From an optimization exercise on the open Yosys and OpenROAD flow, aimed at small area, a short achievable clock period and few clock cycles per item; shortcuts taken in it are not production practice. Only simulation tests tie the RTL to the original design; equivalence was not proved.

==> flow/design.v, too long to show whole: its modules and the start of the top module <==
// module act_requant_pipe: 2230 lines
module act_requant_pipe #(
   parameter int LANES    = 4,
   parameter int IN_W     = 24,
   parameter int OUT_W    = 8,
   parameter int DQ_SHIFT = 13,
   parameter int RQ_SHIFT = 8,
   parameter int LEN_W    = 16
) (
   input  logic                clk,
   input  logic                rst,
   input  logic                start,
   input  logic [1:0]          cfg_mode,
   input  logic [IN_W-1:0]     cfg_bias,
   input  logic [7:0]          cfg_dq_scale,
   input  logic [7:0]          cfg_rq_scale,
   input  logic [LEN_W-1:0]    cfg_len,
   input  logic                in_valid,
   output logic                in_ready,
   input  logic [LANES*IN_W-1:0] in_data,
   output logic                out_valid,
   input  logic                out_ready,
   output logic [LANES*OUT_W-1:0] out_data,
   output logic                out_last,
   output logic                busy,
   output logic                done,
   output logic [15:0]         sat_cnt
);
  // ...
==> flow/run.sh <==
#!/bin/bash
# synth_recipe.tcl (not shown) runs the flow's synth.tcl, then flattens the netlist and writes it again
# the make line also repeats each setting of config.mk as NAME=value (left out here)
make -C /OpenROAD-flow-scripts/flow DESIGN_CONFIG=/design/flow/config.mk WORK_HOME=/design/flow/orfs CLKGATE_MAP_FILE= SYNTH_SCRIPT=/design/flow/synth_recipe.tcl finish
==> flow/config.mk <==
export PLATFORM = sky130hd
export DESIGN_NAME = act_requant_pipe
export DESIGN_NICKNAME = act_requant_pipe
export VERILOG_FILES = /design/flow/design.v
export SDC_FILE = /design/flow/constraint.sdc
export NUM_CORES = 4
export LEC_CHECK = 0
export CAP_MARGIN = 20
export CORE_MARGIN = 2
export CORE_UTILIZATION = 60
export SETUP_SLACK_MARGIN = 5
export SLEW_MARGIN = 20
==> flow/constraint.sdc <==
create_clock -name core_clock -period 13.0 [get_ports {clk}]
set_input_delay 2.6000 -clock core_clock [delete_from_list [all_inputs] [get_ports {clk}]]
set_output_delay 2.6000 -clock core_clock [all_outputs]
set_load 0.01 [all_outputs]
==> run_results.csv, run 1 <==
group,metric,value,unit
status,outcome,"timing/DRC/antenna clean",
cells_and_area,inv_count,1122,
cells_and_area,clkCellAreaFrac,2.39,%
critical_path,cp_data_required_time,10.40,ns
timing,setup_slack,5.20,ns
cells_and_area,seq_area_share,16.0,%
placed_design,placed_area,73600,um^2
critical_path,cp.arrival,5.20,ns
floorplanning,start_util,60.3,%
logic_synthesis,yosys_warnings,1,
logic_synthesis,synth_cells,7611,
floorplanning,dieArea,121000,um^2
grt,met2_usage,49.7,%
min_path,hold_start,"l2",
placed_design,io_buffers,211,
cells_and_area,multiInputGateArea,53000,um^2
clock_tree,ctsResizeCount,54,
grt,grtUsageMet3,3.55,%
cells_and_area,dominant_cells,"multi-input gates",
clock_tree,clkSinkCount,423,
min_path,min_to,"l3",
timing,finalHoldWorstSlack,0.432,ns
cells_and_area,reg_top3,"g_lane.s1_x: 100 flops, g_lane.s2_d: 80 flops, g_lane.s3_y: 68 flops",
grt,globalRouteTotalUtil,30.8,%
drt,wl,186000,um
cells_and_area,multi_input_area_share,69.0,%
drt,routed-wl-met2,87800,um
logic_synthesis,synth_compound_area_share,14.9,%
floorplanning,tap_cells,1536,
Testbench counts, summed over its fixed seeds: cycles 14,117, beats 13,349.
==> run 2, diff against run 1 <==
--- a/flow/design.v
+++ b/flow/design.v
@@ -30,33 +30,33 @@
    localparam int D_W = P_W - DQ_SHIFT;     
    localparam int Y_W = 17;                 
    localparam int Q_W = Y_W + 8;            
    logic                   busy_r, done_r, rem_nz;
    logic [LEN_W-1:0]       in_rem;
    logic [1:0]             mode;
    logic [IN_W-1:0]        bias_r;
    logic [12:0]            dq_b, rq_b;      
-   logic                   v1, v2, v3, l1, l2, l3, o_v, o_l, s_v, s_l;
-   logic                   en, acc, in_fire, in_last, pop, push;
+   logic                   v1, v2, v3, l1, l2, l3, o_v, o_l;
+   logic                   en, acc, in_fire, in_last, pop;
    logic [IN_W-1:0]        bias_e;
-   logic [LANES*10-1:0]    r_c, o_d, s_d;
+   logic [LANES*10-1:0]    r_c, o_d;
    logic [LANES-1:0]       o_sat;
    function automatic logic [12:0] booth8(input logic [7:0] b);
       logic [9:0] e;
       logic [3:0] one, two, neg;
       e = {1'b0, b, 1'b0};
       for (int i = 0; i < 4; i++) begin
          one[i] = e[2*i+1] ^ e[2*i];
          two[i] = (e[2*i+2] & ~e[2*i+1] & ~e[2*i]) | (~e[2*i+2] & e[2*i+1] & e[2*i]);
          neg[i] = e[2*i+2];
       end
       booth8 = {b[7], neg, two, one};
    endfunction
-   assign en = !s_v;
+   assign en = !o_v || out_ready;
    assign acc = busy_r ? rem_nz : start;
    assign in_ready = en && (!busy_r || rem_nz);
    assign in_fire = in_valid && en && acc;
    assign in_last = busy_r ? in_rem == LEN_W'(1) : cfg_len == LEN_W'(1);
    assign bias_e = busy_r ? bias_r : cfg_bias;
    assign pop = o_v && out_ready;
    assign push = en && v3;
    assign out_valid = o_v;
@@ -2157,54 +2157,41 @@
       end
    end
    always_ff @(posedge clk) begin
       if (en) begin
          l1 <= in_last;
          l2 <= l1;
          l3 <= l2;
       end
-      if (push && !(o_v && !pop)) begin
+      if (en) begin
          o_d <= r_c;
          o_l <= l3;
-      end else if (pop && s_v) begin
-         o_d <= s_d;
-         o_l <= s_l;
-      end
-      if (push && o_v && !pop) begin
-         s_d <= r_c;
-         s_l <= l3;
       end
       if (!busy_r && start) begin
          mode <= cfg_mode;
          bias_r <= cfg_bias;
          dq_b <= booth8(cfg_dq_scale);
          rq_b <= booth8(cfg_rq_scale);
       end
    end
    always_ff @(posedge clk) begin
       if (rst) begin
          busy_r <= 1'b0;
          done_r <= 1'b0;
          rem_nz <= 1'b0;
          in_rem <= '0;
-         {v1, v2, v3, o_v, s_v} <= '0;
+         {v1, v2, v3, o_v} <= '0;
       end else begin
          if (en) begin
             v1 <= in_fire;
             v2 <= v1;
             v3 <= v2;
          end
-         if (push) begin
-            if (o_v && !pop) s_v <= 1'b1;
-            else o_v <= 1'b1;
-         end else if (pop) begin
-            if (s_v) s_v <= 1'b0;
-            else o_v <= 1'b0;
-         end
+         if (en) o_v <= v3;
          done_r <= 1'b0;
          if (done) busy_r <= 1'b0;
          if (!busy_r && start) begin
             busy_r <= 1'b1;
             in_rem <= cfg_len - LEN_W'(in_fire);
             rem_nz <= cfg_len > LEN_W'(in_fire);
             if (cfg_len == '0) done_r <= 1'b1;
          end else if (in_fire) begin
==> flow/config.mk (replaced) <==
export PLATFORM = sky130hd
export DESIGN_NAME = act_requant_pipe
export DESIGN_NICKNAME = act_requant_pipe
export VERILOG_FILES = /design/flow/design.v
export SDC_FILE = /design/flow/constraint.sdc
export NUM_CORES = 4
export LEC_CHECK = 0
export CAP_MARGIN = 20
export CORE_MARGIN = 2
export CORE_UTILIZATION = 40
export SETUP_SLACK_MARGIN = 5
export SLEW_MARGIN = 20
==> run 2 against run 1 <==
Compared with the run above:
- still clean on timing, DRC and antenna
- synthesized cell count decreased by 2.2%
- die area increased by 46%
- count of clock-buffer cells in the layout is 4 lower
- critical path type is now register to register
- highest routed layer unchanged
==> run_results.csv, run 2 <==
group,metric,value,unit
grt,globalRouteTotalUtil,20.3,%
cells_and_area,final_common_cell,"inv_1",
logic_synthesis,synth_cell_types,90,
floorplanning,ios,212,
critical_path,cp_data_required_time,13.37,ns
placed_design,dp_hpwl,134000,um
cells_and_area,reg_top3,"g_lane.s1_x: 100 flops, g_lane.s2_d: 80 flops, g_lane.s3_y: 68 flops",
clock_tree,clkSinkCount,381,
drt,wl_per_cell,18.3,um
logic_synthesis,synth_top_area_share,23.8,%
logic_synthesis,synth.area.top_cells,"fa_1, edfxtp_1, ha_1",
grt,grt_antenna_before_repair,2,
timing,setup_viol,0,
job,maxCapViolations,0,
critical_path,worst-path-buf-inv,8,
critical_path,start_kind,"register",
floorplanning,num_rows,152,
clock_tree,cts_buffer_depth,3,
placed_design,pre_cts_slack,3.98,ns
grt,grt_overflow,0,
timing,drv_slew,0,
logic_synthesis,ys_ff_latch,381,
floorplanning,dieArea,176000,um^2
logic_synthesis,yosysSeqAreaShare,16.0,%
timing,fin_setup_tns,0,ns
drt,first_pass_iters,7,
cells_and_area,layout_common_cells,"inv_1, fa_1, ha_1",
critical_path,worstPathMaxFanout,4,
timing,finalHoldWorstSlack,0.426,ns
critical_path,cp.arrival,8.17,ns
timing,setup_slack,5.20,ns
timing,rsz0062_at_grt,"yes",
clock_tree,clkLatencyLatePin,0.66,ns
drt,drtIter0Drc,3840,
critical_path,rr_startpoint,"g_lane[0].s2_d[7]",
drt,wl,180000,um
cells_and_area,drive_gt1_share,7.05,%
grt,grt_max_degree,148,
drt,ant_nets,0,
logic_synthesis,synth_common_cells,"inv_1, fa_1, ha_1",
logic_synthesis,syn_area,69200,um^2
logic_synthesis,synth-async-reset-ratio,0,%
drt,route.vias.total,52300,
logic_synthesis,synth.largest_area_cell,"fa_1",
critical_path,crit_path_frequent_cell,"inv_2",
placed_design,io_buffers,211,
timing,post-route-period-util,60.0,%
logic_synthesis,yosys_warnings,2,
timing,max-slew-margin-rel,26.1,%
critical_path,path_class,"register to register",
floorplanning,start_util,40.3,%
critical_path,timing.critical_path.to,"g_lane[0].s3_y[15]",
critical_path,startpoint,"g_lane[0].s2_d[7]",
clock_tree,h-tree-depth,2,
logic_synthesis,synth_edf_count,342,
floorplanning,dieHeight,420,um
clock_tree,clkSlewWorstSetupHoldPaths,0.06,ns
cells_and_area,largest_reg_flops,100,
cells_and_area,diodes,0,
critical_path,slowest_stage,"fa_1",
placed_design,gp_congestion,0.884,
cells_and_area,final_util,44.7,%
drt,drc,0,
grt,grt_pass1_wl,291000,um
cells_and_area,num-nets-final,9196,
timing,period_needed,7.80,ns
cells_and_area,top_register,"g_lane.s1_x",
timing,hold_viol,0,
min_path,hp-class,"register to register",
clock_tree,cts_made_buffers,51,
critical_path,endpoint_kind,"register",
cells_and_area,n_fill_cell,16300,
critical_path,critical_path.top_delay_family,"adder cells",
timing,clock_skew,0.0460,ns
logic_synthesis,synth_most_common_cell,"inv_1",
cells_and_area,design_area,76700,um^2
clock_tree,cts_tree,"yes",
logic_synthesis,ys.flop_type,"edfxtp_1",
logic_synthesis,synth_area_per_cell,9.30,um^2
logic_synthesis,synth_cells,7442,
placed_design,placed_area,72900,um^2
critical_path,worstSetupPathDepth,30,
drt,vias_per_cell,5.33,
grt,grt_pass1_vias,54200,
critical_path,max_stage_delay,0.55,ns
floorplanning,core-area,172000,um^2
critical_path,rrSetupSlack,5.20,ns
timing,tightest_slew,1.11,ns
status,outcome,"timing/DRC/antenna clean",
critical_path,reg2reg_to,"g_lane[0].s3_y[15]",
cells_and_area,syn_to_final_growth,10.9,%
critical_path,reg2reg_depth,30,
timing,fmax,0.128,GHz
clock_tree,cts_root_buf,"clkbuf_16",
floorplanning,die_w,420,um
logic_synthesis,synthesis.nets,9188,
## run 2: cell count changes after synthesis, moves of 21 or more
cell	before	now
edfxtp_1	383	342
nand2_1	473	408
xnor2_1	605	571
nor3_1	107	71
o21ai_0	232	170
xor2_1	418	449
a21oi_1	208	229
a21o_1	157	135
## run 2: cells by family (layout without fill, tap and decap cells)
kind of cell	count (synthesis)	in the layout	share of synthesized area, %
AO/OA/AOI/OAI	1498	1498	15.1
XOR/XNOR	1021	1021	12.9
adder cells (fa/ha/maj)	1587	1587	37.6
buffers and inverters	1594	1645	8.67
flip-flops	381	381	16.0
multiplexers	38	38	0.588
AND/OR/NAND/NOR	1323	1323	9.11
## run 2: worst min path at each step
stage	cells after the start	from	slack (ns)	to
after floorplan	0	l1	0.40	l2
after global placement	0	l2	0.41	l3
after detailed placement	0	l3	0.41	o_l
after CTS	0	l3	0.42	o_l
after global routing	0	l3	0.43	o_l
final	0	l3	0.43	o_l
## run 2: routing by layer
| metal | GRT usage (%) | part of all wire (%) | up-vias |
|---|---|---|---|
| li1 | - | - | 24800 |
| met1 | 28.2 | 46 | 25700 |
| met2 | 32.7 | 45 | 1565 |
| met3 | 2.68 | 6.0 | 233 |
| met4 | 5.98 | 2.9 | 4 |
| met5 | 0 | 0.014 | - |
## run 2: repair_timing
item / 4_1_cts / 5_1_grt
setup endpoints to repair: 61 / 54
resized for setup: 74 / 128
buffers inserted: 96 / 64
hold buffers: 0 / 0
pin swaps: 21 / 64
hold endpoints to repair: 0 / 0
## run 2: layout make-up
cell class | count | area (um^2) | area share [%]
flip-flops and latches | 381 | 11100 | 14.4
clock buffers | 61 | 1380 | 1.79
repair buffers | 425 | 3850 | 5.02
clock inverters | 35 | 364 | 0.474
well taps | 2310 | 2890 | 3.77
multi-input cells | 5467 | 52900 | 69.0
inverters | 1124 | 4280 | 5.57
## run 2: metrics by stage
stage,std cells
after global routing,9803
final,9803
after global placement,9547
after floorplan,7442
after CTS,9739
after detailed placement,9547
Testbench counts of run 2, summed over its fixed seeds: cycles 14,117, beats 13,349.

[what the ideal ports hide]
The results above use ideal ports. As a check the final layouts listed here were re-extracted and re-timed, cells and wires unchanged.
Step 1: set_driving_cell puts a clkbuf_16 on clk and a buf_2 on each other input, an assumption about the parent block.
Step 2 times the ports against the registers' clock, not the clock port: input delays grow and output delays shrink by t, the midpoint of the rising clock arrivals with the driver on.
Three values: ideal ports, drivers, drivers and shift; two values: the first two.
run	shift t [ns]	setup WS [ns]	worst hold slack (ns)	clock arrival spread, ns	worst register clock-pin slew, ns
run 1	0.750	5.205 / 5.124 / 5.268	0.432 / 0.432 / 0.432	0.025 / 0.025	0.07 / 0.07
run 2	0.723	5.197 / 5.190 / 5.197	0.426 / 0.426 / 0.426	0.050 / 0.050	0.07 / 0.07
After both steps every run listed still meets setup and hold.
